This is an optimization exercise on Yosys and OpenROAD, whose aim is small area, a short achievable clock period and few clock cycles, not a production implementation. At most, simulation tests tie the RTL to the original design; equivalence was not proved. No functional check of the RTL was part of run 2. Power is estimated from default activity; no workload was simulated.

==> flow/design.v <==
package rt_pkg;
    localparam int unsigned CAMERA_IW = 16;
    localparam int unsigned CAMERA_QW = 16;
    localparam int unsigned CAMERA_WL = CAMERA_IW + CAMERA_QW;
endpackage
module rt_rgu #(
    parameter int unsigned WL = rt_pkg::CAMERA_WL
) (
    input  logic [WL-1:0] base,
    input  logic [WL-1:0] delta,
    input  logic          cin,
    output logic [WL-1:0] next
);
    localparam int unsigned LV = $clog2(WL);
    logic [(LV+1)*WL-1:0] g, p;
    logic [WL-1:0]        hp;
    assign hp = base ^ delta;
    always_comb begin
        g = '0;
        p = '0;
        g[WL-1:0] = base & delta;
        p[WL-1:0] = hp;
        g[0] = (base[0] & delta[0]) | (hp[0] & cin);
        for (int l = 0; l < LV; l++) begin
            for (int i = 0; i < WL; i++) begin
                if (((i >> l) & 1) == 1) begin
                    g[(l+1)*WL + i] = g[l*WL + i]
                                    | (p[l*WL + i] & g[l*WL + ((i >> l) << l) - 1]);
                    p[(l+1)*WL + i] = p[l*WL + i] & p[l*WL + ((i >> l) << l) - 1];
                end else begin
                    g[(l+1)*WL + i] = g[l*WL + i];
                    p[(l+1)*WL + i] = p[l*WL + i];
                end
            end
        end
        next = hp ^ {g[LV*WL +: WL-1], cin};
    end
endmodule
module rt_frag_stream #(
    parameter int unsigned IW = rt_pkg::CAMERA_IW,
    parameter int unsigned QW = rt_pkg::CAMERA_QW
) (
    input  logic          clk,
    input  logic          resetn,
    input  logic          start,
    input  logic          abort,
    output logic          busy,
    output logic          done,
    input  logic [31:0]   image_width,
    input  logic [31:0]   image_height,
    input  logic [31:0]   camera_center_x,
    input  logic [31:0]   camera_center_y,
    input  logic [31:0]   camera_center_z,
    input  logic [31:0]   pixel_delta_u_x,
    input  logic [31:0]   pixel_delta_u_y,
    input  logic [31:0]   pixel_delta_u_z,
    input  logic [31:0]   pixel_delta_v_x,
    input  logic [31:0]   pixel_delta_v_y,
    input  logic [31:0]   pixel_delta_v_z,
    input  logic [31:0]   pixel_00_loc_x,
    input  logic [31:0]   pixel_00_loc_y,
    input  logic [31:0]   pixel_00_loc_z,
    output logic          m_valid,
    input  logic          m_ready,
    output logic [31:0]   m_data,
    output logic          m_last
);
    logic [IW-1:0] img_w, img_h;
    logic          unused_bits;
    logic busy_q, init_q, valid_q, done_q;
    logic          lc_q, lr_q, last_q, w1_q;
    logic [IW-1:0] xrem_q, yrem_q, w_q;
    logic [31:0]   acc_q, row_q, step_q;
    logic          idle, hs, adv, row_start, lc_a, lr_a;
    logic [IW-1:0] xdec, ydec;
    logic [31:0]   sum;
    assign img_w = image_width[QW +: IW];
    assign img_h = image_height[QW +: IW];
    assign unused_bits = ^{image_width[QW-1:0], image_height[QW-1:0],
                           camera_center_y, camera_center_z,
                           pixel_delta_u_y, pixel_delta_u_z,
                           pixel_delta_v_y, pixel_delta_v_z,
                           pixel_00_loc_y, pixel_00_loc_z};
    assign idle      = ~(init_q | valid_q);
    assign hs        = valid_q & m_ready;
    assign adv       = init_q | hs;
    assign row_start = init_q | lc_q;
    assign xdec      = xrem_q - IW'(1);
    assign ydec      = yrem_q - IW'(1);
    rt_rgu #(
        .WL (32)
    ) u_rgu (
        .base  (lc_q ? row_q : acc_q),
        .delta (step_q),
        .cin   (init_q),
        .next  (sum)
    );
    always_comb begin
        lc_a = lc_q ? w1_q : (xrem_q == IW'(2));
        lr_a = row_start ? (yrem_q == IW'(1)) : lr_q;
    end
    always_ff @(posedge clk or negedge resetn) begin
        if (!resetn) begin
            busy_q  <= 1'b0;
            init_q  <= 1'b0;
            valid_q <= 1'b0;
            done_q  <= 1'b0;
        end else begin
            done_q <= 1'b0;
            init_q <= 1'b0;
            if (abort) begin
                busy_q  <= 1'b0;
                valid_q <= 1'b0;
            end else if (!busy_q) begin
                if (start) begin
                    if (img_w != '0 && img_h != '0) begin
                        busy_q <= 1'b1;
                        init_q <= 1'b1;
                    end else begin
                        done_q <= 1'b1;
                    end
                end
            end else if (init_q) begin
                valid_q <= 1'b1;
            end else if (hs && last_q) begin
                busy_q  <= 1'b0;
                valid_q <= 1'b0;
                done_q  <= 1'b1;
            end
        end
    end
    always_ff @(posedge clk) begin
        step_q <= idle ? ~camera_center_x
                : ((adv ? lc_a : lc_q) ? pixel_delta_v_x : pixel_delta_u_x);
        if (idle) begin
            row_q  <= pixel_00_loc_x;
            w_q    <= img_w;
            w1_q   <= (img_w == IW'(1));
            yrem_q <= img_h;
            lc_q   <= 1'b1;
        end
        if (adv) begin
            acc_q  <= sum;
            xrem_q <= lc_q ? w_q : xdec;
        end
        if (!idle && adv) begin
            lc_q   <= lc_a;
            lr_q   <= lr_a;
            last_q <= lc_a & lr_a;
            if (row_start) begin
                row_q  <= sum;
                yrem_q <= ydec;
            end
        end
    end
    assign busy    = busy_q;
    assign done    = done_q;
    assign m_valid = valid_q;
    assign m_data  = acc_q;
    assign m_last  = last_q;
endmodule
==> flow/flow/run.sh <==
#!/bin/bash
# Standard ORFS layout with small port buffers, a compact clock tree and a
# tighter setup target for the resizer's timing repair. Each ORFS step keeps
# its full log under orfs/logs; make's own output goes to standard_make.log.
set -euo pipefail
export BUFFER_PORTS_ARGS="-buffer_cell sky130_fd_sc_hd__buf_1"
export CTS_ARGS="-sink_clustering_enable -repair_clock_nets -buf_list {sky130_fd_sc_hd__clkbuf_8} -sink_clustering_size 30 -sink_clustering_max_diameter 100 -dont_use_dummy_load"
bash standard.sh BUFFER_PORTS_ARGS="$BUFFER_PORTS_ARGS" CTS_ARGS="$CTS_ARGS" SETUP_SLACK_MARGIN=7.0 finish > standard_make.log 2>&1
==> flow/standard.sh <==
#!/bin/bash
# synth_recipe.tcl (not shown) runs the flow's synth.tcl, then flattens the netlist and writes it again
# the make line also repeats each setting of config.mk as NAME=value (left out here)
make -C /OpenROAD-flow-scripts/flow DESIGN_CONFIG=/design/flow/config.mk WORK_HOME=/design/flow/orfs CLKGATE_MAP_FILE= SYNTH_SCRIPT=/design/flow/synth_recipe.tcl "${@:-finish}"
==> flow/config.mk <==
export PLATFORM = sky130hd
export DESIGN_NAME = rt_frag_stream
export DESIGN_NICKNAME = rt_frag_stream
export VERILOG_FILES = /design/flow/design.v
export SDC_FILE = /design/flow/constraint.sdc
export NUM_CORES = 4
export LEC_CHECK = 0
export CAP_MARGIN = 20
export CORE_MARGIN = 2
export CORE_UTILIZATION = 40
export SLEW_MARGIN = 20
export TNS_END_PERCENT = 0
==> flow/constraint.sdc <==
create_clock -name core_clock -period 10.0 [get_ports {clk}]
set_input_delay 2.0000 -clock core_clock [delete_from_list [all_inputs] [get_ports {clk}]]
set_output_delay 2.0000 -clock core_clock [all_outputs]
set_load 0.01 [all_outputs]
==> results of run 1 <==
==> cells by family (layout without fill, tap and decap cells) <==
family / after synthesis / after routing
AO/OA/AOI/OAI: 158 / 158
XOR/XNOR: 37 / 37
adder cells (fa/ha/maj): 39 / 39
buffers and inverters: 64 / 269
flip-flops: 152 / 152
multiplexers: 97 / 97
other: 0 / 3
AND/OR/NAND/NOR: 236 / 236
==> stage by stage <==
step | setup WS, ns | cell area (um2)
floorplan | 6.721 | 8115
global placement | 5.931 | 9045
detailed placement | 5.921 | 9045
CTS | 6.549 | 9402
global route | 6.477 | 9509
finish | 6.602 | 9517
==> worst min-delay path: stages (launching register included) <==
cell and delay, ns:
sky130_fd_sc_hd__dfxtp_1 0.31, sky130_fd_sc_hd__nand2_1 0.05, sky130_fd_sc_hd__a31oi_1 0.06
==> layout by cell type, fill, tap and decap left out, drive strengths merged, types with 4 or more instances in the layout <==
cell type and n:
buf 220, nand2 103, dfxtp 80, mux2i 69, edfxtp 68, nor2 48, o21ai 35, ha 33
a21oi 31, inv 29, mux2 28, a31oi 25, xnor2 21, nor3 20, a21o 18, clkbuf 18
xor2 16, nand3 15, nor4 13, o21a 8, nand4 6, or3 6, fa 6, a221o 5
a211oi 5, and2 4, and4 4, and3 4, dfrtp 4
==> metal layers <==
layer  vias to the layer above  routed length, um
met5                         -                 12
met4                         2                201
met3                        15               1330
met2                       179               9300
met1                      3051               9323
li1                       3262                  -
==> final cells by class <==
type	instances	area (um2)
Sequential cell	152	3744
Clock buffer	17	234.0
Tap cell	265	331.6
Multi-Input combinational cell	567	4096
Fill cell	1921	10140
Timing Repair Buffer	222	987.2
Antenna cell	3	7.507
Inverter	30	116.4
==> how the worst min path moves through the flow <==
stage                      to  cells past startpoint
floorplan           yrem_q[3]                      2
global placement    row_q[12]                      2
detailed placement  yrem_q[3]                      2
CTS                 row_q[17]                      2
global route         row_q[7]                      2
finish              row_q[17]                      2
==> synth_stat cells (3+ instances only) <==
master,n
sky130_fd_sc_hd__a211oi_1,4
sky130_fd_sc_hd__a21o_1,18
sky130_fd_sc_hd__a21oi_1,31
sky130_fd_sc_hd__a221o_1,5
sky130_fd_sc_hd__a31oi_1,25
sky130_fd_sc_hd__and2_1,4
sky130_fd_sc_hd__and3_1,4
sky130_fd_sc_hd__and4_1,4
sky130_fd_sc_hd__buf_1,4
sky130_fd_sc_hd__buf_12,4
sky130_fd_sc_hd__clkbuf_1,24
sky130_fd_sc_hd__dfrtp_1,4
sky130_fd_sc_hd__dfxtp_1,80
sky130_fd_sc_hd__edfxtp_1,68
sky130_fd_sc_hd__fa_1,6
sky130_fd_sc_hd__ha_1,33
sky130_fd_sc_hd__inv_1,29
sky130_fd_sc_hd__mux2_2,28
sky130_fd_sc_hd__mux2i_1,69
sky130_fd_sc_hd__nand2_1,102
sky130_fd_sc_hd__nand3_1,15
sky130_fd_sc_hd__nand4_1,6
sky130_fd_sc_hd__nor2_1,48
sky130_fd_sc_hd__nor2b_1,3
sky130_fd_sc_hd__nor3_1,20
sky130_fd_sc_hd__nor4_1,13
sky130_fd_sc_hd__nor4b_1,3
sky130_fd_sc_hd__o21a_1,7
sky130_fd_sc_hd__o21ai_0,35
sky130_fd_sc_hd__o31a_1,3
sky130_fd_sc_hd__o31ai_1,3
sky130_fd_sc_hd__or3_1,5
sky130_fd_sc_hd__xnor2_1,21
sky130_fd_sc_hd__xor2_1,16
==> repair_timing <==
action | in CTS | in global routing
gates resized for setup | 7 | 7
gates cloned | 1 | 1
hold buffers | 0 | 0
pin swaps | 2 | 6
setup buffers | 7 | 6
endpoints found under the setup margin | 171 | 167
==> state kept, by name, indices dropped and copies added (netlist names) <==
register / cells
busy_q: 1
xrem_q: 16
lc_q: 1
row_q: 32
w1_q: 1
acc_q: 32
yrem_q: 16
lr_q: 1
w_q: 16
valid_q: 1
step_q: 32
init_q: 1
last_q: 1
done_q: 1
==> power groups by stage <==
stage | clock network, mW | logic, mW | registers [mW]
4_1_cts | 0.362 | 0.608 | 0.828
5_1_grt | 0.387 | 0.693 | 0.840
3_3_place_gp | 0 | 0.583 | 0.841
2_1_floorplan | 0 | 0.444 | 0.838
6_report | 0.348 | 0.618 | 0.828
3_5_place_dp | 0 | 0.590 | 0.840
==> results by group, run 1 <==
Route
  • Average wire per cell in the routed design: 16.06 um
  • Initial detailed-routing violation count: between 200 and 300
  • Remaining number of nets flagged by the antenna check after routing: 0
  • Number of optimization iterations in the first detailed-route pass: 5
  • Per-cell via count in the routed design: 5.182
  • Number of DRC violations after detailed routing: 0
  • Total detailed-routing wirelength: 20.17 mm
  • Routed vias: 6509

Power
  • Power density normalized to cell area: around 190 mW/mm2
  • Maximum ir drop on the vdd rail: 79.15 uV
  • Power share of the sequential group: 46.1%
  • Cell Int Power: 1.203 mW
  • Clock Power Share: between 15 and 20%
  • Net switching power: 0.5909 mW
  • Switch share: 32.94%
  • Total power of the final layout: 1.794 mW
  • Static leakage power: 3.793 nW
  • Part of the power in combinational logic: 34.4%

Floorplan
  • Die Outline Area: between 0.02 and 0.025 mm2
  • Top-level port count: 489
  • Core area: 0.01965 mm2
  • X dimension of the die: roughly 150 um
  • Effective utilization at floorplan: around two fifths
  • Die height: around 150 um
  • FP Rows: ~50

Timing
  • Upper clock frequency limit: 0.2943 GHz
  • Max transition margin: 38.91%
  • Final worst hold slack: 0.4686 ns
  • Worst slew pin tran: 0.9129 ns
  • Final worst-path cycle share: 33.98%
  • Post-layout min period: about 3.4 ns
  • Setup repair after global routing missed its margin: yes
  • Setup tns final: 0 ns
  • Fin Clk Skew: 0.02595 ns
  • Setup-failing EPs final: 0
  • Pins Over Slew Limit: 0
  • Final Hold Violating Endpoints: 0

Global routing
  • GRT Residual Overflow: 0
  • Maximum number of pins on one net before global-route repair: 58
  • Initial antenna violation count: 4
  • Vias in the first global route: 6329
  • Routing usage on met1: 24.71%
  • First-pass GRT wire length: roughly 32 mm
  • Met3 track utilization from global routing: 5.987%
  • Total track usage: 19.06%
  • GR met2 Demand/Resource: between 30 and 40%
  • Most Used Layer, Global Route: met2

Final layout
  • Layout cells sized above 1: under 10%
  • Number of nets at the end of the flow: 1482
  • Share of the core filled with cells: 48.42%
  • Area Overhead vs Synth: 18.00%
  • Number of standard cells in the layout, taps in and fillers out: 1256

Yosys
  • Synth Area in Compound Gates: a little over an eighth
  • Multiplexer share of the synthesized area: about an eighth
  • Net count of the mapped netlist: 1275
  • Async set-or-reset flop fraction in the synthesized netlist: 2.632%
  • Share of synthesized area occupied by flip-flops and latches: 46.42%
  • Adder-Cell Fraction of Synth Area: 6.609%
  • Top_reg_cell synth: sky130_fd_sc_hd__dfxtp_1
  • Post-synth top area share: between 20 and 30%
  • Synthesized netlist cell count: 783
  • Synth Warn #: 2
  • FF+latch count, synth: between 150 and 200
  • Xor/xnor share of the synthesized area: ~4%
  • Area leader, netlist: sky130_fd_sc_hd__edfxtp_1
  • Dominant combinational cell family by area after synthesis: simple AND/OR/NAND/NOR gates
  • Avg Inst Size Synth: 10.30 um2
  • Basic-gate share of the synthesized area counting and, or, nand and nor cells: a little over an eighth
  • Number of enable-type register cells in the synthesized netlist: a little under 70
  • Area contributors post-synth: sky130_fd_sc_hd__edfxtp_1 (25%), sky130_fd_sc_hd__dfxtp_1 (20%), sky130_fd_sc_hd__mux2i_1 (8.6%)
  • Library cells used by synthesis: 66
  • Cell area after synthesis: 0.008065 mm2

Min path
  • Class of the worst hold path: register to register
  • Critical hold path startpoint: row_q[17]

Worst setup path
  • Crit path buffers/inverters: 2
  • Endpoint of the worst setup timing path: step_q[28]
  • Data arrival at the endpoint of the critical path: ~3.7 ns
  • Nature of the critical path endpoint: register
  • Endpoint of the worst register-to-register path: row_q[31]
  • Largest fanout on the critical path: 32
  • Number of cells traversed by the worst register-to-register path: 12
  • Required time of the worst setup path: 10.31 ns
  • Family of cells with the greatest summed delay on the critical path: compound AO/OA/AOI/OAI gates
  • Cell-by-cell trace of the critical path: buf_1 > a21oi_4 > inv_1 > nand2_2 > o21a_4 > mux2i_1 > mux2i_1
  • Largest stage delay, worst path: 0.52 ns
  • Beginning of the worst register-to-register path: lc_q
  • Critical Setup Path Class: input port to register
  • Cell with the largest stage delay on the worst path: sky130_fd_sc_hd__o21a_4
  • Logic depth of the worst path, buffers included: 7
  • Top cell by count, worst path: sky130_fd_sc_hd__mux2i_1
  • Type of element launching the critical path: input port
  • Worst reg2reg setup slack: roughly 6.6 ns
  • Launching instance or port of the critical path: m_ready

Clocking
  • Skew-Pair Late Insertion Delay: about 0.45 ns
  • H-tree levels: 4
  • CTS Root Buffer Type: sky130_fd_sc_hd__clkbuf_8
  • Clock tree from TritonCTS: yes
  • CTS clk-pin slew, worst paths: 0.08 ns
  • Number of CTS-inserted buffers: 17
  • CTS max path bufs: 2
  • Clock tree sinks: 152

Flow run
  • Count of maximum capacitance violations: 0

Placed design
  • Number of buffer cells added on primary ports: 200
  • Gpl congestion: 0.7985
  • Detailed placer's ending HPWL: roughly 14 mm
  • Dpl cells: 1221

Status
  • Run status: no timing/DRC/antenna violations
Testbench counts, summed over its fixed seeds: cycles 25,740.
==> run 2: changes to the inputs <==
--- a/flow/design.v
+++ b/flow/design.v
@@ -72,5 +72,5 @@
     logic [IW-1:0] xrem_q, yrem_q, w_q;
     logic [31:0]   acc_q, row_q, step_q;
-    logic          idle, hs, adv, row_start, lc_a, lr_a;
+    logic          idle, hs, adv, row_start, row_en, lc_a, lr_a;
     logic [IW-1:0] xdec, ydec;
     logic [31:0]   sum;
@@ -130,26 +130,24 @@
         end
     end
+    assign row_en = idle | (adv & row_start);
     always_ff @(posedge clk) begin
         step_q <= idle ? ~camera_center_x
                 : ((adv ? lc_a : lc_q) ? pixel_delta_v_x : pixel_delta_u_x);
+        if (row_en) begin
+            row_q  <= idle ? pixel_00_loc_x : sum;
+            yrem_q <= idle ? img_h : ydec;
+        end
         if (idle) begin
-            row_q  <= pixel_00_loc_x;
             w_q    <= img_w;
             w1_q   <= (img_w == IW'(1));
-            yrem_q <= img_h;
-            lc_q   <= 1'b1;
+        end
+        if (idle | adv) begin
+            lc_q   <= idle | lc_a;
         end
         if (adv) begin
             acc_q  <= sum;
             xrem_q <= lc_q ? w_q : xdec;
-        end
-        if (!idle && adv) begin
-            lc_q   <= lc_a;
             lr_q   <= lr_a;
             last_q <= lc_a & lr_a;
-            if (row_start) begin
-                row_q  <= sum;
-                yrem_q <= ydec;
-            end
         end
     end
==> run 2 against run 1 <==
  * Sequential power increased by 2.4%
  * Largest cell class is now sequential cells
  * Highest routed layer is now met4
  * Clock power about the same
  * Flip-flop and latch count unchanged
  * Die area increased by 2.5%
  * Hold slack improved by 0.056 ns
  * Non-clock buffer count unchanged
  * Core utilization increased by 0.59 points
  * Critical endpoint is now row_q[30]
  * Worst setup slack got worse by 0.11 ns
==> results by group, run 2 <==
Timing
  • Setup-failing EPs final: 0 (unchanged)
  • Setup tns final: 0 ns (unchanged)
  • Max transition margin: 48.22% (was 38.91%)
  • Fin Clk Skew: 0.02983 ns (was 0.02595 ns)
  • Pins Over Slew Limit: 0 (unchanged)
  • Upper clock frequency limit: 0.2847 GHz (was 0.2943 GHz)
  • Setup repair after global routing missed its margin: yes (unchanged)
  • Final Hold Violating Endpoints: 0 (unchanged)
  • Final worst-path cycle share: 35.12% (was 33.98%)
  • Post-layout min period: 3.512 ns (was 3.398 ns)
  • Worst slew pin tran: 0.7766 ns (was 0.9129 ns)

Route
  • Number of optimization iterations in the first detailed-route pass: 5 (unchanged)
  • Routed vias: 6070 (was 6509)
  • Average wire per cell in the routed design: 16.08 um (was 16.06 um)
  • Number of DRC violations after detailed routing: 0 (unchanged)
  • Per-cell via count in the routed design: 4.996 (was 5.182)
  • Remaining number of nets flagged by the antenna check after routing: 0 (unchanged)
  • Initial detailed-routing violation count: 249 (was 280)
  • Total detailed-routing wirelength: 19.54 mm (was 20.17 mm)

Power
  • Part of the power in combinational logic: 34.8% (was 34.4%)
  • Static leakage power: 3.719 nW (was 3.793 nW)
  • Power share of the sequential group: 46.3% (was 46.1%)
  • Total power of the final layout: 1.833 mW (was 1.794 mW)
  • Switch share: 31.78% (was 32.94%)
  • Clock Power Share: 18.9% (was 19.4%)
  • Maximum ir drop on the vdd rail: 67.09 uV (was 79.15 uV)
  • Cell Int Power: 1.251 mW (was 1.203 mW)
  • Net switching power: 0.5827 mW (was 0.5909 mW)
  • Power density normalized to cell area: 184.3 mW/mm2 (was 188.5 mW/mm2)

Placed design
  • Number of buffer cells added on primary ports: 200 (unchanged)
  • Dpl cells: 1182 (was 1221)
  • Standard cell area after detailed placement: 0.009278 mm2 (was 0.009045 mm2)
  • Detailed placer's ending HPWL: 13.83 mm (was 14.17 mm)
  • Gpl congestion: 0.7844 (was 0.7985)

Yosys
  • Share of synthesized area occupied by flip-flops and latches: 51.04% (was 46.42%)
  • Area contributors post-synth: sky130_fd_sc_hd__edfxtp_1 (42%), sky130_fd_sc_hd__dfxtp_1 (7.7%), sky130_fd_sc_hd__mux2_4 (5.6%) (was sky130_fd_sc_hd__edfxtp_1 (25%), sky130_fd_sc_hd__dfxtp_1 (20%), sky130_fd_sc_hd__mux2i_1 (8.6%))
  • Dominant combinational cell family by area after synthesis: simple AND/OR/NAND/NOR gates (unchanged)
  • Avg Inst Size Synth: 11.29 um2 (was 10.30 um2)
  • Library cells used by synthesis: 62 (was 66)
  • Net count of the mapped netlist: 1225 (was 1275)
  • Number of enable-type register cells in the synthesized netlist: 116 (was 68)
  • Xor/xnor share of the synthesized area: 4.339% (was 4.018%)
  • Adder-Cell Fraction of Synth Area: 6.441% (was 6.609%)
  • Synthesized netlist cell count: 733 (was 783)
  • Post-synth top area share: 42.09% (was 25.32%)
  • Most numerous cell in the Yosys netlist: sky130_fd_sc_hd__edfxtp_1 (was sky130_fd_sc_hd__nand2_1)
  • Async set-or-reset flop fraction in the synthesized netlist: 2.632% (unchanged)
  • Area leader, netlist: sky130_fd_sc_hd__edfxtp_1 (unchanged)
  • FF+latch count, synth: 152 (unchanged)
  • Commonest cells post-synth: sky130_fd_sc_hd__edfxtp_1 (116), sky130_fd_sc_hd__nand2_1 (112), sky130_fd_sc_hd__nor2_1 (40), sky130_fd_sc_hd__o21ai_0 (40), sky130_fd_sc_hd__mux2_2 (39) (was sky130_fd_sc_hd__nand2_1 (102), sky130_fd_sc_hd__dfxtp_1 (80), sky130_fd_sc_hd__mux2i_1 (69), sky130_fd_sc_hd__edfxtp_1 (68), sky130_fd_sc_hd__nor2_1 (48))
  • Synth Warn #: 2 (unchanged)
  • Multiplexer share of the synthesized area: 11.42% (was 12.47%)
  • Synth Area in Compound Gates: 10.86% (was 13.08%)
  • Top_reg_cell synth: sky130_fd_sc_hd__edfxtp_1 (was sky130_fd_sc_hd__dfxtp_1)
  • Cell area after synthesis: 0.008275 mm2 (was 0.008065 mm2)
  • Basic-gate share of the synthesized area counting and, or, nand and nor cells: 12.70% (was 13.51%)

Global routing
  • First-pass GRT wire length: 30.64 mm (was 32.16 mm)
  • GRT Residual Overflow: 0 (unchanged)
  • Maximum number of pins on one net before global-route repair: 71 (was 58)
  • Total track usage: 18.21% (was 19.06%)
  • Vias in the first global route: 5992 (was 6329)
  • Initial antenna violation count: 0 (was 4)

Flow run
  • Count of maximum capacitance violations: 0 (unchanged)

Worst setup path
  • Largest stage delay, worst path: 0.48 ns (was 0.52 ns)
  • Nature of the critical path endpoint: register (unchanged)
  • Endpoint of the worst setup timing path: row_q[30] (was step_q[28])
  • Critical Setup Path Class: register to register (was input port to register)
  • Type of element launching the critical path: register (was input port)
  • Beginning of the worst register-to-register path: lc_q (unchanged)
  • Cell-by-cell trace of the critical path: buf_12 > buf_12 > buf_12 > mux2_4 > ha_4 > o211ai_1 > o211ai_1 > a21oi_4 > a2111oi_4 > buf_6 > o31ai_4 > xnor2_2 > mux2_4 (was buf_1 > a21oi_4 > inv_1 > nand2_2 > o21a_4 > mux2i_1 > mux2i_1)
  • Required time of the worst setup path: 10.19 ns (was 10.31 ns)
  • Family of cells with the greatest summed delay on the critical path: compound AO/OA/AOI/OAI gates (unchanged)
  • Endpoint of the worst register-to-register path: row_q[30] (was row_q[31])
  • Worst reg2reg setup slack: 6.49 ns (was 6.60 ns)
  • Launching instance or port of the critical path: lc_q (was m_ready)
  • Cell with the largest stage delay on the worst path: sky130_fd_sc_hd__edfxtp_1 (was sky130_fd_sc_hd__o21a_4)
  • Largest fanout on the critical path: 7 (was 32)
  • Top cell by count, worst path: sky130_fd_sc_hd__buf_12 (was sky130_fd_sc_hd__mux2i_1)
  • Data arrival at the endpoint of the critical path: 3.70 ns (was 3.71 ns)
  • Logic depth of the worst path, buffers included: 13 (was 7)
  • Number of cells traversed by the worst register-to-register path: 13 (was 12)
  • Crit path buffers/inverters: 4 (was 2)

Clocking
  • Cts-stage hold buffer count: 0 (unchanged)
  • Clock tree from TritonCTS: yes (unchanged)
  • CTS Root Buffer Type: sky130_fd_sc_hd__clkbuf_8 (unchanged)
  • Clock tree sinks: 152 (unchanged)
  • Number of CTS-inserted buffers: 17 (unchanged)
  • Skew-Pair Late Insertion Delay: 0.45 ns (about the same)
  • H-tree levels: 4 (unchanged)
  • CTS clk-pin slew, worst paths: 0.08 ns (about the same)
  • CTS max path bufs: 2 (unchanged)

Final layout
  • Most used cells in the layout excluding fill and tap cells: sky130_fd_sc_hd__buf_1 (200), sky130_fd_sc_hd__edfxtp_1 (116), sky130_fd_sc_hd__nand2_1 (111), sky130_fd_sc_hd__nor2_1 (40), sky130_fd_sc_hd__o21ai_0 (37) (was sky130_fd_sc_hd__buf_1 (200), sky130_fd_sc_hd__nand2_1 (101), sky130_fd_sc_hd__dfxtp_1 (80), sky130_fd_sc_hd__mux2i_1 (68), sky130_fd_sc_hd__edfxtp_1 (68))
  • Number of nets at the end of the flow: 1439 (was 1482)
  • Diode count: 0 (was 3)
  • Layout cells sized above 1: 16.51% (was 9.109%)
  • Number of standard cells in the layout, taps in and fillers out: 1215 (was 1256)
  • Layout fillers: 1961 (was 1921)
  • Registers with the most flip-flops: acc_q: 32 flops, row_q: 32 flops, step_q: 32 flops (unchanged)
  • Most common cell after layout, fill and taps aside: sky130_fd_sc_hd__buf_1 (unchanged)
  • Area Overhead vs Synth: 20.23% (was 18.00%)
  • Fin area: 0.009950 mm2 (was 0.009517 mm2)

Floorplan
  • Effective utilization at floorplan: 40.77% (was 41.04%)
  • X dimension of the die: 147.8 um (was 146.0 um)
  • FP Rows: 52 (was 51)
  • Die Outline Area: 0.02186 mm2 (was 0.02131 mm2)
  • Core area: 0.02030 mm2 (was 0.01965 mm2)
  • Die height: 147.8 um (was 146.0 um)
  • Top-level port count: 489 (unchanged)

Min path
  • Class of the worst hold path: register to register (unchanged)

Status
  • Run status: no timing/DRC/antenna violations (unchanged)
## run 2: per-stage QoR
| step | worst slack, ns | hold slack (ns) | utilization, % |
|---|---|---|---|
| after floorplan | 5.953 | 0.4987 | - |
| after global placement | 5.815 | 0.5007 | 45.70 |
| after detailed placement | 5.785 | 0.5139 | 45.70 |
| after CTS | 6.446 | 0.5253 | 48.29 |
| after global routing | 6.363 | 0.5661 | 49.01 |
| final | 6.488 | 0.5245 | 49.01 |
## run 2: worst min-delay path by stage
stage	start	to	depth (start not counted)
global route	w_q[0]	xrem_q[0]	2
detailed placement	w_q[7]	xrem_q[7]	1
finish	w_q[0]	xrem_q[0]	2
CTS	w_q[0]	xrem_q[0]	2
global placement	w_q[7]	xrem_q[7]	1
floorplan	w_q[7]	xrem_q[7]	1
## run 2: layer usage
layer | global-route usage (%) | vias up | share of wire [%]
met1 | 24.53 | 2802 | 46
met4 | 4.524 | 0 | 0.72
met2 | 29.81 | 174 | 47
met5 | 0 | - | 0
met3 | 4.321 | 7 | 5.5
li1 | - | 3087 | -
## run 2: cell families after synthesis
| family | Yosys count |
|---|---|
| DFF | 152 |
| xor gates and xnor gates | 41 |
| and+or+nand+nor | 225 |
| adders and majority gates | 39 |
| muxes | 74 |
| buffers and inverters | 56 |
| AOI/OAI and AO/OA | 146 |
## run 2: area by class of cell
cell class | instances | area (um2) | area share (%)
tap | 270 | 337.8 | 3.395
clock buffer | 17 | 234.0 | 2.352
multi-input combinational | 525 | 4021 | 40.42
sequential | 152 | 4224 | 42.45
timing repair buffer | 222 | 1020 | 10.25
inverter | 29 | 112.6 | 1.132
## run 2: power groups by stage
stage | logic, mW | registers, mW | clock network (mW)
after floorplan | 0.409 | 0.862 | 0
after global placement | 0.544 | 0.857 | 0
after detailed placement | 0.552 | 0.860 | 0
after CTS | 0.599 | 0.849 | 0.362
after global routing | 0.713 | 0.858 | 0.389
final | 0.638 | 0.848 | 0.347
## run 2: worst register-to-register path: cells and delay by family (launching register included)
family	cells	cell delay, ns
XOR/XNOR	1	0.17
buffers and inverters	4	0.62
AO/OA/AOI/OAI	5	1.16
adder cells (fa/ha/maj)	1	0.28
multiplexers	2	0.58
flip-flops	1	0.48
## run 2: timing repair
item / 4_1_cts / 5_1_grt
pin swaps: 13 / 22
gates resized for setup: 27 / 22
gates cloned: 1 / 0
setup buffers: 10 / 5
setup endpoints to repair: 118 / 130
==> run 3: changes to the inputs <==
--- a/flow/design.v
+++ b/flow/design.v
@@ -72,5 +72,5 @@
     logic [IW-1:0] xrem_q, yrem_q, w_q;
     logic [31:0]   acc_q, row_q, step_q;
-    logic          idle, hs, adv, row_start, row_en, lc_a, lr_a;
+    logic          idle, hs, adv, row_start, row_adv, lc_a, lr_a, lc_d;
     logic [IW-1:0] xdec, ydec;
     logic [31:0]   sum;
@@ -130,18 +130,14 @@
         end
     end
-    assign row_en = idle | (adv & row_start);
+    assign row_adv = adv & row_start;
+    assign lc_d    = idle | (adv ? lc_a : lc_q);
     always_ff @(posedge clk) begin
-        step_q <= idle ? ~camera_center_x
-                : ((adv ? lc_a : lc_q) ? pixel_delta_v_x : pixel_delta_u_x);
-        if (row_en) begin
-            row_q  <= idle ? pixel_00_loc_x : sum;
-            yrem_q <= idle ? img_h : ydec;
-        end
+        step_q <= lc_d ? (idle ? ~camera_center_x : pixel_delta_v_x) : pixel_delta_u_x;
+        row_q  <= row_adv ? sum : (idle ? pixel_00_loc_x : row_q);
+        yrem_q <= row_adv ? ydec : (idle ? img_h : yrem_q);
+        lc_q   <= lc_d;
         if (idle) begin
             w_q    <= img_w;
             w1_q   <= (img_w == IW'(1));
-        end
-        if (idle | adv) begin
-            lc_q   <= idle | lc_a;
         end
         if (adv) begin
--- a/flow/flow/run.sh
+++ b/flow/flow/run.sh
@@ -6,3 +6,3 @@
 export BUFFER_PORTS_ARGS="-buffer_cell sky130_fd_sc_hd__buf_1"
 export CTS_ARGS="-sink_clustering_enable -repair_clock_nets -buf_list {sky130_fd_sc_hd__clkbuf_8} -sink_clustering_size 30 -sink_clustering_max_diameter 100 -dont_use_dummy_load"
-bash standard.sh BUFFER_PORTS_ARGS="$BUFFER_PORTS_ARGS" CTS_ARGS="$CTS_ARGS" SETUP_SLACK_MARGIN=7.0 finish > standard_make.log 2>&1
+bash standard.sh BUFFER_PORTS_ARGS="$BUFFER_PORTS_ARGS" CTS_ARGS="$CTS_ARGS" SETUP_SLACK_MARGIN=6.7 finish > standard_make.log 2>&1
==> run 3 against run 2 <==
  * Fmax up 3.5%
  * Core utilization down 0.13 points
  * Critical endpoint is now row_q[16]
  * Flip-flop and latch count unchanged
  * Largest power group unchanged
  * Routed wire length up 11%
==> results by group, run 3 <==
Route
  • Average wire per cell in the routed design: 18.14 um (was 16.08 um)
  • Remaining number of nets flagged by the antenna check after routing: 0 (unchanged)
  • Number of DRC violations after detailed routing: 0 (unchanged)
  • Number of optimization iterations in the first detailed-route pass: 4 (was 5)
  • Total detailed-routing wirelength: 21.74 mm (was 19.54 mm)
  • Routed vias: 6056 (was 6070)
  • Per-cell via count in the routed design: 5.055 (was 4.996)
  • Initial detailed-routing violation count: 215 (was 249)

Timing
  • Final worst-path cycle share: 33.93% (was 35.12%)
  • Setup-failing EPs final: 0 (unchanged)
  • Post-layout min period: 3.393 ns (was 3.512 ns)
  • Upper clock frequency limit: 0.2947 GHz (was 0.2847 GHz)
  • Setup tns final: 0 ns (unchanged)
  • Pins Over Slew Limit: 0 (unchanged)
  • Worst slew pin tran: 0.7878 ns (was 0.7766 ns)
  • Final Hold Violating Endpoints: 0 (unchanged)
  • Max transition margin: 47.48% (was 48.22%)
  • Fin Clk Skew: 0.03213 ns (was 0.02983 ns)
  • Setup repair after global routing missed its margin: yes (unchanged)

Yosys
  • FF+latch count, synth: 152 (unchanged)
  • Share of synthesized area occupied by flip-flops and latches: 52.46% (was 51.04%)
  • Area contributors post-synth: sky130_fd_sc_hd__edfxtp_1 (43%), sky130_fd_sc_hd__dfxtp_1 (8.2%), sky130_fd_sc_hd__mux2_2 (7.9%) (was sky130_fd_sc_hd__edfxtp_1 (42%), sky130_fd_sc_hd__dfxtp_1 (7.7%), sky130_fd_sc_hd__mux2_4 (5.6%))
  • Library cells used by synthesis: 59 (was 62)
  • Post-synth top area share: 42.99% (was 42.09%)
  • Number of enable-type register cells in the synthesized netlist: 115 (was 116)
  • Area leader, netlist: sky130_fd_sc_hd__edfxtp_1 (unchanged)
  • Net count of the mapped netlist: 1215 (was 1225)
  • Commonest cells post-synth: sky130_fd_sc_hd__edfxtp_1 (115), sky130_fd_sc_hd__nor2_1 (85), sky130_fd_sc_hd__a21oi_1 (80), sky130_fd_sc_hd__mux2_2 (56), sky130_fd_sc_hd__nand2_1 (51) (was sky130_fd_sc_hd__edfxtp_1 (116), sky130_fd_sc_hd__nand2_1 (112), sky130_fd_sc_hd__nor2_1 (40), sky130_fd_sc_hd__o21ai_0 (40), sky130_fd_sc_hd__mux2_2 (39))
  • Cell area after synthesis: 0.008033 mm2 (was 0.008275 mm2)
  • Synth Warn #: 2 (unchanged)
  • Synthesized netlist cell count: 723 (was 733)
  • Avg Inst Size Synth: 11.11 um2 (was 11.29 um2)
  • Top_reg_cell synth: sky130_fd_sc_hd__edfxtp_1 (unchanged)
  • Most numerous cell in the Yosys netlist: sky130_fd_sc_hd__edfxtp_1 (unchanged)
  • Async set-or-reset flop fraction in the synthesized netlist: 2.632% (unchanged)

Clocking
  • H-tree levels: 4 (unchanged)
  • CTS clk-pin slew, worst paths: 0.08 ns (about the same)
  • Clock tree from TritonCTS: yes (unchanged)
  • Cts-stage hold buffer count: 0 (unchanged)
  • CTS Root Buffer Type: sky130_fd_sc_hd__clkbuf_8 (unchanged)
  • Number of CTS-inserted buffers: 17 (unchanged)
  • Clock tree sinks: 152 (unchanged)
  • Skew-Pair Late Insertion Delay: 0.45 ns (about the same)
  • CTS max path bufs: 2 (unchanged)

Worst setup path
  • Type of element launching the critical path: register (unchanged)
  • Top cell by count, worst path: sky130_fd_sc_hd__fa_1 (was sky130_fd_sc_hd__buf_12)
  • Largest fanout on the critical path: 7 (unchanged)
  • Cell with the largest stage delay on the worst path: sky130_fd_sc_hd__fa_1 (was sky130_fd_sc_hd__edfxtp_1)
  • Family of cells with the greatest summed delay on the critical path: adder cells (was compound AO/OA/AOI/OAI gates)
  • Crit path buffers/inverters: 3 (was 4)
  • Largest stage delay, worst path: 0.47 ns (was 0.48 ns)
  • Critical Setup Path Class: register to register (unchanged)
  • Required time of the worst setup path: 10.17 ns (was 10.19 ns)
  • Data arrival at the endpoint of the critical path: 3.56 ns (was 3.70 ns)
  • Nature of the critical path endpoint: register (unchanged)
  • Cell-by-cell trace of the critical path: buf_16 > mux2i_4 > fa_1 > inv_1 > fa_2 > a211oi_4 > o211a_4 > buf_4 > o311a_4 > a21boi_1 > fa_1 > mux2_2 (was buf_12 > buf_12 > buf_12 > mux2_4 > ha_4 > o211ai_1 > o211ai_1 > a21oi_4 > a2111oi_4 > buf_6 > o31ai_4 > xnor2_2 > mux2_4)

Floorplan
  • Die Outline Area: 0.02123 mm2 (was 0.02186 mm2)
  • FP Rows: 51 (was 52)
  • Effective utilization at floorplan: 41.00% (was 40.77%)
  • Core area: 0.01959 mm2 (was 0.02030 mm2)
  • X dimension of the die: 145.7 um (was 147.8 um)
  • Die height: 145.7 um (was 147.8 um)
  • Top-level port count: 489 (unchanged)

Placed design
  • Detailed placer's ending HPWL: 15.21 mm (was 13.83 mm)
  • Dpl cells: 1162 (was 1182)
  • Number of buffer cells added on primary ports: 200 (unchanged)
  • Gpl congestion: 0.8452 (was 0.7844)

Global routing
  • Initial antenna violation count: 4 (was 0)
  • GRT Residual Overflow: 0 (unchanged)
  • Total track usage: 20.49% (was 18.21%)
  • First-pass GRT wire length: 33.03 mm (was 30.64 mm)
  • Maximum number of pins on one net before global-route repair: 69 (was 71)
  • Vias in the first global route: 6009 (was 5992)

Min path
  • Class of the worst hold path: register to register (unchanged)

Power
  • Static leakage power: 3.571 nW (was 3.719 nW)
  • Maximum ir drop on the vdd rail: 66.16 uV (was 67.09 uV)
  • Power density normalized to cell area: 188.6 mW/mm2 (was 184.3 mW/mm2)

Final layout
  • Area Overhead vs Synth: 19.21% (was 20.23%)
  • Layout cells sized above 1: 13.12% (was 16.51%)
  • Number of nets at the end of the flow: 1424 (was 1439)
  • Most used cells in the layout excluding fill and tap cells: sky130_fd_sc_hd__buf_1 (200), sky130_fd_sc_hd__edfxtp_1 (115), sky130_fd_sc_hd__nor2_1 (85), sky130_fd_sc_hd__a21oi_1 (80), sky130_fd_sc_hd__mux2_2 (56) (was sky130_fd_sc_hd__buf_1 (200), sky130_fd_sc_hd__edfxtp_1 (116), sky130_fd_sc_hd__nand2_1 (111), sky130_fd_sc_hd__nor2_1 (40), sky130_fd_sc_hd__o21ai_0 (37))
  • Number of standard cells in the layout, taps in and fillers out: 1198 (was 1215)
  • Registers with the most flip-flops: acc_q: 32 flops, row_q: 32 flops, step_q: 32 flops (unchanged)
  • Most common cell after layout, fill and taps aside: sky130_fd_sc_hd__buf_1 (unchanged)

Status
  • Run status: no timing/DRC/antenna violations (unchanged)

Flow run
  • Count of maximum capacitance violations: 0 (unchanged)
run 3: worst paths after layout:
kind | slack, ns | endpoint | depth (start not counted) | from
max | 6.61 | row_q[16] | 12 | lc_q
min in group asynchronous | 1.40 | busy_q | 1 | resetn
max reg2reg | 6.61 | row_q[16] | 12 | lc_q
min reg2reg | 0.54 | xrem_q[11] | 2 | w_q[11]
min | 0.54 | xrem_q[11] | 2 | w_q[11]
max in group asynchronous | 8.37 | init_q | 1 | resetn
run 3: worst reg2reg max path: stages (launching register included):
cell and delay, ns:
sky130_fd_sc_hd__dfxtp_4 0.37, sky130_fd_sc_hd__buf_16 0.14, sky130_fd_sc_hd__mux2i_4 0.18, sky130_fd_sc_hd__fa_1 0.35, sky130_fd_sc_hd__inv_1 0.07, sky130_fd_sc_hd__fa_2 0.24
sky130_fd_sc_hd__a211oi_4 0.08, sky130_fd_sc_hd__o211a_4 0.28, sky130_fd_sc_hd__buf_4 0.14, sky130_fd_sc_hd__o311a_4 0.32, sky130_fd_sc_hd__a21boi_1 0.21, sky130_fd_sc_hd__fa_1 0.47
sky130_fd_sc_hd__mux2_2 0.27
run 3: layout make-up:
type,count,area [um2]
tap,265,331.6
timing repair buffer,216,948.4
clock buffer,17,234.0
inverter,27,105.1
fill,1878,10010
sequential,152,4219
antenna,3,7.507
multi-input combinational,518,3730
run 3: logic make-up (layout without fill, tap and decap cells):
| family | Yosys count | count (layout) | synth area share [%] |
|---|---|---|---|
| AOI/OAI and AO/OA | 166 | 166 | 12.91 |
| DFF | 152 | 152 | 52.46 |
| muxes | 61 | 61 | 8.473 |
| xor gates and xnor gates | 49 | 49 | 5.436 |
| and+or+nand+nor | 200 | 203 | 11.26 |
| other | 0 | 3 | 0 |
| buffers and inverters | 56 | 260 | 2.819 |
| adders and majority gates | 39 | 39 | 6.636 |
run 3: where the power goes:
group	switching, mW	internal, mW	leakage (nW)	total [mW]
clock	0.204	0.150	0.122	0.354
sequential	0.0433	0.818	1.47	0.861
combinational	0.325	0.266	1.98	0.591
run 3: stage by stage:
| step | setup WS, ns | power [mW] | hold slack (ns) | instance area [um2] | util (%) |
|---|---|---|---|---|---|
| after floorplan | 6.695 | 1.293 | 0.4987 | 8119 | - |
| after detailed placement | 5.655 | 1.443 | 0.5215 | 9061 | 46.25 |
| after global placement | 5.643 | 1.433 | 0.5042 | 9061 | 46.25 |
| after global routing | 6.502 | 1.919 | 0.5705 | 9570 | 48.85 |
| final | 6.607 | 1.806 | 0.5370 | 9575 | 48.88 |
| after CTS | 6.604 | 1.814 | 0.5401 | 9484 | 48.41 |
run 3: layer usage:
layer / track usage [%] / share of wire, %
met1: 26.33 / 45
met2: 34.86 / 48
met3: 4.734 / 5.9
met4: 5.441 / 1.5
met5: 0 / 0
run 3: repair_timing:
action                                  CTS  global route
buffers inserted                          3             8
endpoints found under the hold margin     0             0
endpoints found under the setup margin  148            29
resized for setup                        12             5
cloned                                    5             0
pin swaps                                 7             6
Testbench counts of run 3, summed over its fixed seeds: cycles 25,740.
==> run 4: changes to the inputs <==
--- a/flow/flow/run.sh
+++ b/flow/flow/run.sh
@@ -6,3 +6,3 @@
 export BUFFER_PORTS_ARGS="-buffer_cell sky130_fd_sc_hd__buf_1"
 export CTS_ARGS="-sink_clustering_enable -repair_clock_nets -buf_list {sky130_fd_sc_hd__clkbuf_8} -sink_clustering_size 30 -sink_clustering_max_diameter 100 -dont_use_dummy_load"
-bash standard.sh BUFFER_PORTS_ARGS="$BUFFER_PORTS_ARGS" CTS_ARGS="$CTS_ARGS" SETUP_SLACK_MARGIN=6.7 finish > standard_make.log 2>&1
+bash standard.sh BUFFER_PORTS_ARGS="$BUFFER_PORTS_ARGS" CTS_ARGS="$CTS_ARGS" SETUP_SLACK_MARGIN=7.3 finish > standard_make.log 2>&1
==> run 4 against run 3 <==
  * Via count rose by 0.53%
  * Non-clock buffer count is 3 lower
  * Total power rose by 0.34%
  * Hold slack got worse by 0.020 ns
  * Still clean
  * Die area stayed put
  * Clock-buffer cell count unchanged
  * Final area is 0.12% higher
  * Synthesized area stayed put
==> results by group, run 4 <==
Status
  • Run status: no timing/DRC/antenna violations (unchanged)

Clocking
  • Clock tree from TritonCTS: yes (unchanged)
  • Clock tree sinks: 152 (unchanged)
  • H-tree levels: 4 (unchanged)
  • CTS clk-pin slew, worst paths: 0.08 ns (about the same)
  • Number of CTS-inserted buffers: 17 (unchanged)
  • CTS max path bufs: 2 (unchanged)
  • Cts-stage hold buffer count: 0 (unchanged)
  • Skew-Pair Late Insertion Delay: 0.45 ns (about the same)
  • CTS Root Buffer Type: sky130_fd_sc_hd__clkbuf_8 (unchanged)

Floorplan
  • FP Rows: 51 (unchanged)
  • Die height: 145.7 um (unchanged)
  • Effective utilization at floorplan: 41.00% (unchanged)
  • Die Outline Area: 0.02123 mm2 (unchanged)
  • X dimension of the die: 145.7 um (unchanged)
  • Core area: 0.01959 mm2 (unchanged)
  • Top-level port count: 489 (unchanged)

Final layout
  • Share of the core filled with cells: 48.94% (was 48.88%)
  • Registers with the most flip-flops: acc_q: 32 flops, row_q: 32 flops, step_q: 32 flops (unchanged)
  • Fin area: 0.009587 mm2 (was 0.009575 mm2)
  • Most common cell after layout, fill and taps aside: sky130_fd_sc_hd__buf_1 (unchanged)
  • Number of nets at the end of the flow: 1421 (was 1424)
  • Area Overhead vs Synth: 19.35% (was 19.21%)
  • Most used cells in the layout excluding fill and tap cells: sky130_fd_sc_hd__buf_1 (200), sky130_fd_sc_hd__edfxtp_1 (115), sky130_fd_sc_hd__nor2_1 (85), sky130_fd_sc_hd__a21oi_1 (80), sky130_fd_sc_hd__mux2_2 (56) (unchanged)
  • Layout cells sized above 1: 13.27% (was 13.12%)

Route
  • Per-cell via count in the routed design: 5.099 (was 5.055)
  • Remaining number of nets flagged by the antenna check after routing: 0 (unchanged)
  • Initial detailed-routing violation count: 285 (was 215)
  • Total detailed-routing wirelength: 21.17 mm (was 21.74 mm)
  • Number of optimization iterations in the first detailed-route pass: 5 (was 4)
  • Average wire per cell in the routed design: 17.73 um (was 18.14 um)
  • Number of DRC violations after detailed routing: 0 (unchanged)
  • Routed vias: 6088 (was 6056)

Worst setup path
  • Cell-by-cell trace of the critical path: mux2i_4 > fa_2 > inv_2 > fa_2 > a211oi_4 > o211a_4 > o311ai_4 > o211ai_2 > nand2_2 > a311oi_2 > xnor2_1 > mux2_2 (was buf_16 > mux2i_4 > fa_1 > inv_1 > fa_2 > a211oi_4 > o211a_4 > buf_4 > o311a_4 > a21boi_1 > fa_1 > mux2_2)
  • Logic depth of the worst path, buffers included: 12 (unchanged)
  • Worst reg2reg setup slack: 6.77 ns (was 6.61 ns)
  • Nature of the critical path endpoint: register (unchanged)
  • Largest stage delay, worst path: 0.42 ns (was 0.47 ns)
  • Top cell by count, worst path: sky130_fd_sc_hd__fa_2 (was sky130_fd_sc_hd__fa_1)
  • Crit path buffers/inverters: 1 (was 3)
  • Cell with the largest stage delay on the worst path: sky130_fd_sc_hd__dfxtp_4 (was sky130_fd_sc_hd__fa_1)
  • Type of element launching the critical path: register (unchanged)
  • Data arrival at the endpoint of the critical path: 3.42 ns (was 3.56 ns)
  • Required time of the worst setup path: 10.19 ns (was 10.17 ns)
  • Number of cells traversed by the worst register-to-register path: 12 (unchanged)
  • Largest fanout on the critical path: 6 (was 7)
  • Critical Setup Path Class: register to register (unchanged)
  • Family of cells with the greatest summed delay on the critical path: compound AO/OA/AOI/OAI gates (was adder cells)

Global routing
  • GR met2 Demand/Resource: 33.54% (was 34.86%)
  • Most Used Layer, Global Route: met2 (unchanged)
  • Maximum number of pins on one net before global-route repair: 69 (unchanged)
  • GRT Residual Overflow: 0 (unchanged)
  • Routing usage on met1: 26.64% (was 26.33%)
  • Vias in the first global route: 6050 (was 6009)
  • Initial antenna violation count: 2 (was 4)
  • Met3 track utilization from global routing: 4.357% (was 4.734%)
  • Total track usage: 20.35% (was 20.49%)
  • First-pass GRT wire length: 32.88 mm (was 33.03 mm)

Placed design
  • Gpl congestion: 0.8140 (was 0.8452)
  • Standard cell area after detailed placement: 0.009096 mm2 (was 0.009061 mm2)
  • Detailed placer's ending HPWL: 14.92 mm (was 15.21 mm)
  • Number of buffer cells added on primary ports: 200 (unchanged)

Yosys
  • Area leader, netlist: sky130_fd_sc_hd__edfxtp_1 (unchanged)
  • Top_reg_cell synth: sky130_fd_sc_hd__edfxtp_1 (unchanged)
  • Async set-or-reset flop fraction in the synthesized netlist: 2.632% (unchanged)
  • FF+latch count, synth: 152 (unchanged)
  • Share of synthesized area occupied by flip-flops and latches: 52.46% (unchanged)
  • Post-synth top area share: 42.99% (unchanged)
  • Area contributors post-synth: sky130_fd_sc_hd__edfxtp_1 (43%), sky130_fd_sc_hd__dfxtp_1 (8.2%), sky130_fd_sc_hd__mux2_2 (7.9%) (unchanged)
  • Avg Inst Size Synth: 11.11 um2 (unchanged)
  • Synth Area in Compound Gates: 12.91% (unchanged)
  • Xor/xnor share of the synthesized area: 5.436% (unchanged)
  • Synthesized netlist cell count: 723 (unchanged)
  • Most numerous cell in the Yosys netlist: sky130_fd_sc_hd__edfxtp_1 (unchanged)
  • Cell area after synthesis: 0.008033 mm2 (unchanged)
  • Number of enable-type register cells in the synthesized netlist: 115 (unchanged)
  • Basic-gate share of the synthesized area counting and, or, nand and nor cells: 11.26% (unchanged)
  • Dominant combinational cell family by area after synthesis: compound AO/OA/AOI/OAI gates (unchanged)
  • Multiplexer share of the synthesized area: 8.474% (unchanged)
  • Synth Warn #: 2 (unchanged)
  • Net count of the mapped netlist: 1215 (unchanged)
  • Adder-Cell Fraction of Synth Area: 6.636% (unchanged)
  • Commonest cells post-synth: sky130_fd_sc_hd__edfxtp_1 (115), sky130_fd_sc_hd__nor2_1 (85), sky130_fd_sc_hd__a21oi_1 (80), sky130_fd_sc_hd__mux2_2 (56), sky130_fd_sc_hd__nand2_1 (51) (unchanged)
  • Library cells used by synthesis: 59 (unchanged)

Power
  • Maximum ir drop on the vdd rail: 79.80 uV (was 66.16 uV)
  • Static leakage power: 3.549 nW (was 3.571 nW)
  • Power density normalized to cell area: 189.1 mW/mm2 (was 188.6 mW/mm2)

Timing
  • Final Hold Violating Endpoints: 0 (unchanged)
  • Setup repair after global routing missed its margin: yes (unchanged)
  • Post-layout min period: 3.231 ns (was 3.393 ns)
  • Setup-failing EPs final: 0 (unchanged)
  • Final worst-path cycle share: 32.31% (was 33.93%)
  • Worst slew pin tran: 0.7679 ns (was 0.7878 ns)
  • Fin Clk Skew: 0.03222 ns (was 0.03213 ns)
  • Setup tns final: 0 ns (unchanged)
  • Upper clock frequency limit: 0.3095 GHz (was 0.2947 GHz)
  • Pins Over Slew Limit: 0 (unchanged)
  • Max transition margin: 48.80% (was 47.48%)

Flow run
  • Count of maximum capacitance violations: 0 (unchanged)

Min path
  • Class of the worst hold path: register to register (unchanged)
  • Hold Path Cell Cnt: 2 (unchanged)
-- run 4: cell counts after synthesis --
No cell type changed its count.
-- run 4: through the flow --
stage	hold WS [ns]	worst slack [ns]	power, mW	cells
detailed placement	0.5133	5.718	1.449	1162
CTS	0.5242	6.757	1.829	1192
finish	0.5169	6.769	1.812	1194
global placement	0.5032	5.714	1.441	1162
floorplan	0.4987	6.751	1.299	723
global route	0.5568	6.606	1.931	1194
-- run 4: what timing repair did --
item	4_1_cts	5_1_grt
buffers inserted	9	0
gates resized for setup	20	1
gates cloned	4	0
endpoints found under the setup margin	196	190
pin swaps	14	3
-- run 4: kinds of logic after synthesis --
group	count (synthesis)
compound gates	166
fa+ha+maj	39
simple gates	200
mux	61
flops	152
buf+inv	56
xor+xnor	49
-- run 4: area by class of cell --
type | instances | area [um2]
Tap cell | 265 | 331.6
Sequential cell | 152 | 4218
Clock buffer | 17 | 234.0
Antenna cell | 2 | 5.005
Timing Repair Buffer | 213 | 905.9
Multi-Input combinational cell | 518 | 3789
Fill cell | 1871 | 10000
Inverter | 27 | 103.9
-- run 4: power by group --
| group | internal, mW | switching [mW] |
|---|---|---|
| combinational | 0.273 | 0.326 |
| sequential | 0.818 | 0.0448 |
| clock | 0.150 | 0.201 |
| total | 1.24 | 0.571 |
-- run 4: worst paths after layout --
| path | startpoint | to |
|---|---|---|
| worst min register to register | w_q[11] | xrem_q[11] |
| max in group asynchronous | resetn | valid_q |
| worst max-delay path | lc_q | row_q[30] |
| worst min-delay path | w_q[11] | xrem_q[11] |
| min in group asynchronous | resetn | busy_q |
| worst max register to register | lc_q | row_q[30] |
-- run 4: tightest hold or removal path, stage by stage (launching register included) --
cell and delay [ns]:
sky130_fd_sc_hd__edfxtp_1 0.32, sky130_fd_sc_hd__nand2_1 0.04, sky130_fd_sc_hd__o21ai_0 0.06
-- run 4: layer usage --
metal  up-vias  part of all wire, %
li1       3032                    -
met1      2820                   44
met2       218                   48
met3        18                  5.9
met4         0                  1.8
met5         -                    0
==> run 5: changes to the inputs <==
--- a/flow/config.mk
+++ b/flow/config.mk
@@ -10,3 +10,2 @@
 export CORE_UTILIZATION = 40
 export SLEW_MARGIN = 20
-export TNS_END_PERCENT = 0
==> run 5 against run 4 <==
  * Critical path type unchanged
  * Synthesized cell count unchanged
  * Critical endpoint is now row_q[26]
  * Sequential share of layout area down 7.0 points
  * Largest power group unchanged
  * Largest cell class is now multi-input gates
  * Critical path depth up 2
==> results by group, run 5 <==
Status
  • Run status: no timing/DRC/antenna violations (unchanged)

Global routing
  • First-pass GRT wire length: 35.52 mm (was 32.88 mm)
  • Initial antenna violation count: 3 (was 2)
  • Total track usage: 22.18% (was 20.35%)
  • Met3 track utilization from global routing: 6.364% (was 4.357%)
  • Routing usage on met1: 28.13% (was 26.64%)
  • GR met2 Demand/Resource: 37.50% (was 33.54%)
  • Most Used Layer, Global Route: met2 (unchanged)
  • GRT Residual Overflow: 0 (unchanged)
  • Vias in the first global route: 6364 (was 6050)
  • Maximum number of pins on one net before global-route repair: 73 (was 69)

Worst setup path
  • Largest fanout on the critical path: 5 (was 6)
  • Critical Setup Path Class: register to register (unchanged)
  • Crit path buffers/inverters: 3 (was 1)
  • Nature of the critical path endpoint: register (unchanged)
  • Required time of the worst setup path: 10.20 ns (was 10.19 ns)
  • Cell-by-cell trace of the critical path: buf_16 > mux2i_4 > fa_2 > inv_2 > fa_2 > a211oi_2 > o211a_4 > o311ai_4 > o211ai_2 > buf_4 > and3b_4 > o21bai_4 > xor2_2 > mux2_2 (was mux2i_4 > fa_2 > inv_2 > fa_2 > a211oi_4 > o211a_4 > o311ai_4 > o211ai_2 > nand2_2 > a311oi_2 > xnor2_1 > mux2_2)
  • Type of element launching the critical path: register (unchanged)
  • Largest stage delay, worst path: 0.38 ns (was 0.42 ns)
  • Cell with the largest stage delay on the worst path: sky130_fd_sc_hd__dfxtp_4 (unchanged)
  • Top cell by count, worst path: sky130_fd_sc_hd__fa_2 (unchanged)
  • Data arrival at the endpoint of the critical path: 3.48 ns (was 3.42 ns)
  • Family of cells with the greatest summed delay on the critical path: compound AO/OA/AOI/OAI gates (unchanged)

Clocking
  • Skew-Pair Late Insertion Delay: 0.45 ns (about the same)
  • H-tree levels: 4 (unchanged)
  • Number of CTS-inserted buffers: 17 (unchanged)
  • Clock tree from TritonCTS: yes (unchanged)
  • CTS max path bufs: 2 (unchanged)
  • Cts-stage hold buffer count: 0 (unchanged)
  • Clock tree sinks: 152 (unchanged)
  • CTS Root Buffer Type: sky130_fd_sc_hd__clkbuf_8 (unchanged)
  • CTS clk-pin slew, worst paths: 0.09 ns (was 0.08 ns)

Flow run
  • Count of maximum capacitance violations: 0 (unchanged)

Power
  • Static leakage power: 4.294 nW (was 3.549 nW)
  • Power density normalized to cell area: 178.0 mW/mm2 (was 189.1 mW/mm2)
  • Net switching power: 0.6549 mW (was 0.5715 mW)
  • Total power of the final layout: 2.030 mW (was 1.812 mW)
  • Power share of the sequential group: 42.6% (was 47.6%)
  • Cell Int Power: 1.375 mW (was 1.241 mW)
  • Clock Power Share: 17.2% (was 19.4%)
  • Part of the power in combinational logic: 40.3% (was 33.1%)
  • Switch share: 32.26% (was 31.53%)
  • Maximum ir drop on the vdd rail: 73.68 uV (was 79.80 uV)

Route
  • Per-cell via count in the routed design: 5.140 (was 5.099)
  • Number of DRC violations after detailed routing: 0 (unchanged)
  • Initial detailed-routing violation count: 250 (was 285)
  • Number of optimization iterations in the first detailed-route pass: 4 (was 5)
  • Remaining number of nets flagged by the antenna check after routing: 0 (unchanged)
  • Average wire per cell in the routed design: 18.72 um (was 17.73 um)
  • Routed vias: 6461 (was 6088)
  • Total detailed-routing wirelength: 23.53 mm (was 21.17 mm)

Placed design
  • Number of buffer cells added on primary ports: 200 (unchanged)
  • Detailed placer's ending HPWL: 13.52 mm (was 14.92 mm)
  • Gpl congestion: 0.8108 (was 0.8140)
  • Minimum setup slack after placement: 5.625 ns (was 5.718 ns)

Yosys
  • Async set-or-reset flop fraction in the synthesized netlist: 2.632% (unchanged)
  • Commonest cells post-synth: sky130_fd_sc_hd__edfxtp_1 (115), sky130_fd_sc_hd__nor2_1 (85), sky130_fd_sc_hd__a21oi_1 (80), sky130_fd_sc_hd__mux2_2 (56), sky130_fd_sc_hd__nand2_1 (51) (unchanged)
  • Post-synth top area share: 42.99% (unchanged)
  • Number of enable-type register cells in the synthesized netlist: 115 (unchanged)
  • Most numerous cell in the Yosys netlist: sky130_fd_sc_hd__edfxtp_1 (unchanged)
  • Area contributors post-synth: sky130_fd_sc_hd__edfxtp_1 (43%), sky130_fd_sc_hd__dfxtp_1 (8.2%), sky130_fd_sc_hd__mux2_2 (7.9%) (unchanged)
  • Avg Inst Size Synth: 11.11 um2 (unchanged)
  • Synthesized netlist cell count: 723 (unchanged)
  • Synth Warn #: 2 (unchanged)
  • Cell area after synthesis: 0.008033 mm2 (unchanged)
  • FF+latch count, synth: 152 (unchanged)
  • Area leader, netlist: sky130_fd_sc_hd__edfxtp_1 (unchanged)
  • Share of synthesized area occupied by flip-flops and latches: 52.46% (unchanged)
  • Library cells used by synthesis: 59 (unchanged)
  • Net count of the mapped netlist: 1215 (unchanged)
  • Top_reg_cell synth: sky130_fd_sc_hd__edfxtp_1 (unchanged)

Timing
  • Max transition margin: 27.81% (was 48.80%)
  • Post-layout min period: 3.281 ns (was 3.231 ns)
  • Setup tns final: 0 ns (unchanged)
  • Worst slew pin tran: 1.083 ns (was 0.7679 ns)
  • Pins Over Slew Limit: 0 (unchanged)
  • Final worst-path cycle share: 32.81% (was 32.31%)
  • Post-route worst setup slack: 6.719 ns (was 6.769 ns)
  • Setup-failing EPs final: 0 (unchanged)
  • Final Hold Violating Endpoints: 0 (unchanged)
  • Upper clock frequency limit: 0.3048 GHz (was 0.3095 GHz)
  • Final worst hold slack: 0.5227 ns (was 0.5169 ns)
  • Fin Clk Skew: 0.02952 ns (was 0.03222 ns)
  • Setup repair after global routing missed its margin: yes (unchanged)

Final layout
  • Area of the multi-input gates: 0.004705 mm2 (was 0.003789 mm2)
  • Layout cells sized above 1: 32.80% (was 13.27%)
  • Registers with the most flip-flops: acc_q: 32 flops, row_q: 32 flops, step_q: 32 flops (unchanged)
  • Area Overhead vs Synth: 41.98% (was 19.35%)
  • Number of nets at the end of the flow: 1485 (was 1421)
  • Share of the core filled with cells: 58.22% (was 48.94%)
  • Layout fillers: 1724 (was 1871)
  • Area occupied by registers: 0.004220 mm2 (was 0.004218 mm2)
  • Most common cell after layout, fill and taps aside: sky130_fd_sc_hd__buf_1 (unchanged)
  • Most used cells in the layout excluding fill and tap cells: sky130_fd_sc_hd__buf_1 (161), sky130_fd_sc_hd__edfxtp_1 (115), sky130_fd_sc_hd__a21oi_1 (51), sky130_fd_sc_hd__nor2_1 (50), sky130_fd_sc_hd__mux2_2 (44) (was sky130_fd_sc_hd__buf_1 (200), sky130_fd_sc_hd__edfxtp_1 (115), sky130_fd_sc_hd__nor2_1 (85), sky130_fd_sc_hd__a21oi_1 (80), sky130_fd_sc_hd__mux2_2 (56))

Floorplan
  • Effective utilization at floorplan: 41.00% (unchanged)
  • Core area: 0.01959 mm2 (unchanged)
  • X dimension of the die: 145.7 um (unchanged)
  • FP Rows: 51 (unchanged)
  • Die height: 145.7 um (unchanged)
  • Die Outline Area: 0.02123 mm2 (unchanged)
  • Top-level port count: 489 (unchanged)

Min path
  • Class of the worst hold path: register to register (unchanged)
run 5: changes by cell type in the layout (fill, tap and decap cells not counted), sizes merged:
cell | previous run | this run
bufbuf | 1 | 2
buf | 212 | 242
clkbuf | 17 | 39
diode | 2 | 1
nand2 | 55 | 66
run 5: through the flow:
stage	cell area, um2	std cells
2_1_floorplan	8351	723
3_3_place_gp	9225	1162
3_5_place_dp	9225	1162
4_1_cts	10970	1245
5_1_grt	11400	1256
6_report	11400	1257
run 5: final timing paths:
kind                       slack (ns)   start  depth (start not counted)   endpoint
min                              0.52  w_q[8]                          2  xrem_q[8]
max in group asynchronous        8.40  resetn                          1    valid_q
max                              6.72    lc_q                         14  row_q[26]
min in group asynchronous        1.39  resetn                          1     busy_q
max reg2reg                      6.72    lc_q                         14  row_q[26]
min reg2reg                      0.52  w_q[8]                          2  xrem_q[8]
run 5: layout make-up:
type                       count  share of cell area, %
antenna                        1                0.02194
clock buffer                  17                  2.052
inverter                      27                 0.8886
multi-input combinational    529                  41.25
sequential                   152                  37.00
tap                          265                  2.907
timing repair buffer         266                  15.87
run 5: worst register-to-register path, stage by stage, from the launching register on:
cell,delay [ns]
sky130_fd_sc_hd__dfxtp_4,0.38
sky130_fd_sc_hd__buf_16,0.13
sky130_fd_sc_hd__mux2i_4,0.22
sky130_fd_sc_hd__fa_2,0.23
sky130_fd_sc_hd__inv_2,0.04
sky130_fd_sc_hd__fa_2,0.34
sky130_fd_sc_hd__a211oi_2,0.24
sky130_fd_sc_hd__o211a_4,0.22
sky130_fd_sc_hd__o311ai_4,0.13
sky130_fd_sc_hd__o211ai_2,0.28
sky130_fd_sc_hd__buf_4,0.16
sky130_fd_sc_hd__and3b_4,0.22
sky130_fd_sc_hd__o21bai_4,0.06
sky130_fd_sc_hd__xor2_2,0.15
sky130_fd_sc_hd__mux2_2,0.26
run 5: cells by family after synthesis:
group	synth area share, %
xor gates and xnor gates	5.436
and+or+nand+nor	11.26
DFF	52.46
adders and majority gates	6.636
AOI/OAI and AO/OA	12.91
buffers and inverters	2.819
muxes	8.473
run 5: power by group through the flow:
stage | Clock (mW) | Sequential, mW | Combinational (mW)
2_1_floorplan | 0 | 0.875 | 0.440
3_3_place_gp | 0 | 0.873 | 0.583
3_5_place_dp | 0 | 0.875 | 0.589
4_1_cts | 0.360 | 0.862 | 0.739
5_1_grt | 0.384 | 0.874 | 0.893
6_report | 0.349 | 0.864 | 0.818
run 5: what timing repair did:
| item | CTS | global route |
|---|---|---|
| gates resized for setup | 166 | 93 |
| setup buffers | 45 | 8 |
| pin swaps | 32 | 20 |
| gates cloned | 21 | 3 |
| endpoints found under the setup margin | 197 | 174 |
run 5: per-layer routing:
layer | wire, um | part of all wire [%]
met4 | 264 | 1.1
met2 | 11730 | 50
met5 | 30 | 0.13
met3 | 1414 | 6.0
met1 | 10090 | 43

[separate check: timing with driven ports]
No port has a modelled driver above. Below, the same layouts with a new extraction and two added sets of constraints.
Step 1 (the two cells are an assumption about what drives the block):
set clk [get_ports {clk}]
set_driving_cell -lib_cell sky130_fd_sc_hd__clkbuf_16 $clk
set_driving_cell -lib_cell sky130_fd_sc_hd__buf_2 [delete_from_list [all_inputs] $clk]
Step 2 also shifts input and output timing later by t, the mid clock arrival at the registers, as if the neighbouring blocks saw the same clock.
Slacks: ideal ports / drivers / drivers and shift; pairs: ideal ports / drivers.
run	t, ns	slack for setup (ns)	hold slack, ns	latest minus earliest clock arrival (ns)	worst data-port slew with drivers (ns)
run 1	0.479	6.602 / 6.604 / 6.133	0.469 / 0.469 / 0.469	0.030 / 0.030	0.11
run 2	0.471	6.488 / 6.488 / 6.183	0.525 / 0.525 / 0.525	0.031 / 0.030	0.06
run 3	0.471	6.607 / 6.607 / 6.265	0.537 / 0.537 / 0.537	0.032 / 0.032	0.12
run 4	0.478	6.769 / 6.769 / 6.307	0.517 / 0.517 / 0.517	0.032 / 0.032	0.13
run 5	0.481	6.719 / 6.719 / 6.658	0.523 / 0.523 / 0.523	0.029 / 0.029	0.13
After both steps every run listed still meets setup and hold. The setup slack of run 1, which loses most, moves by +0.002 ns with the drivers and by -0.469 ns with both steps.
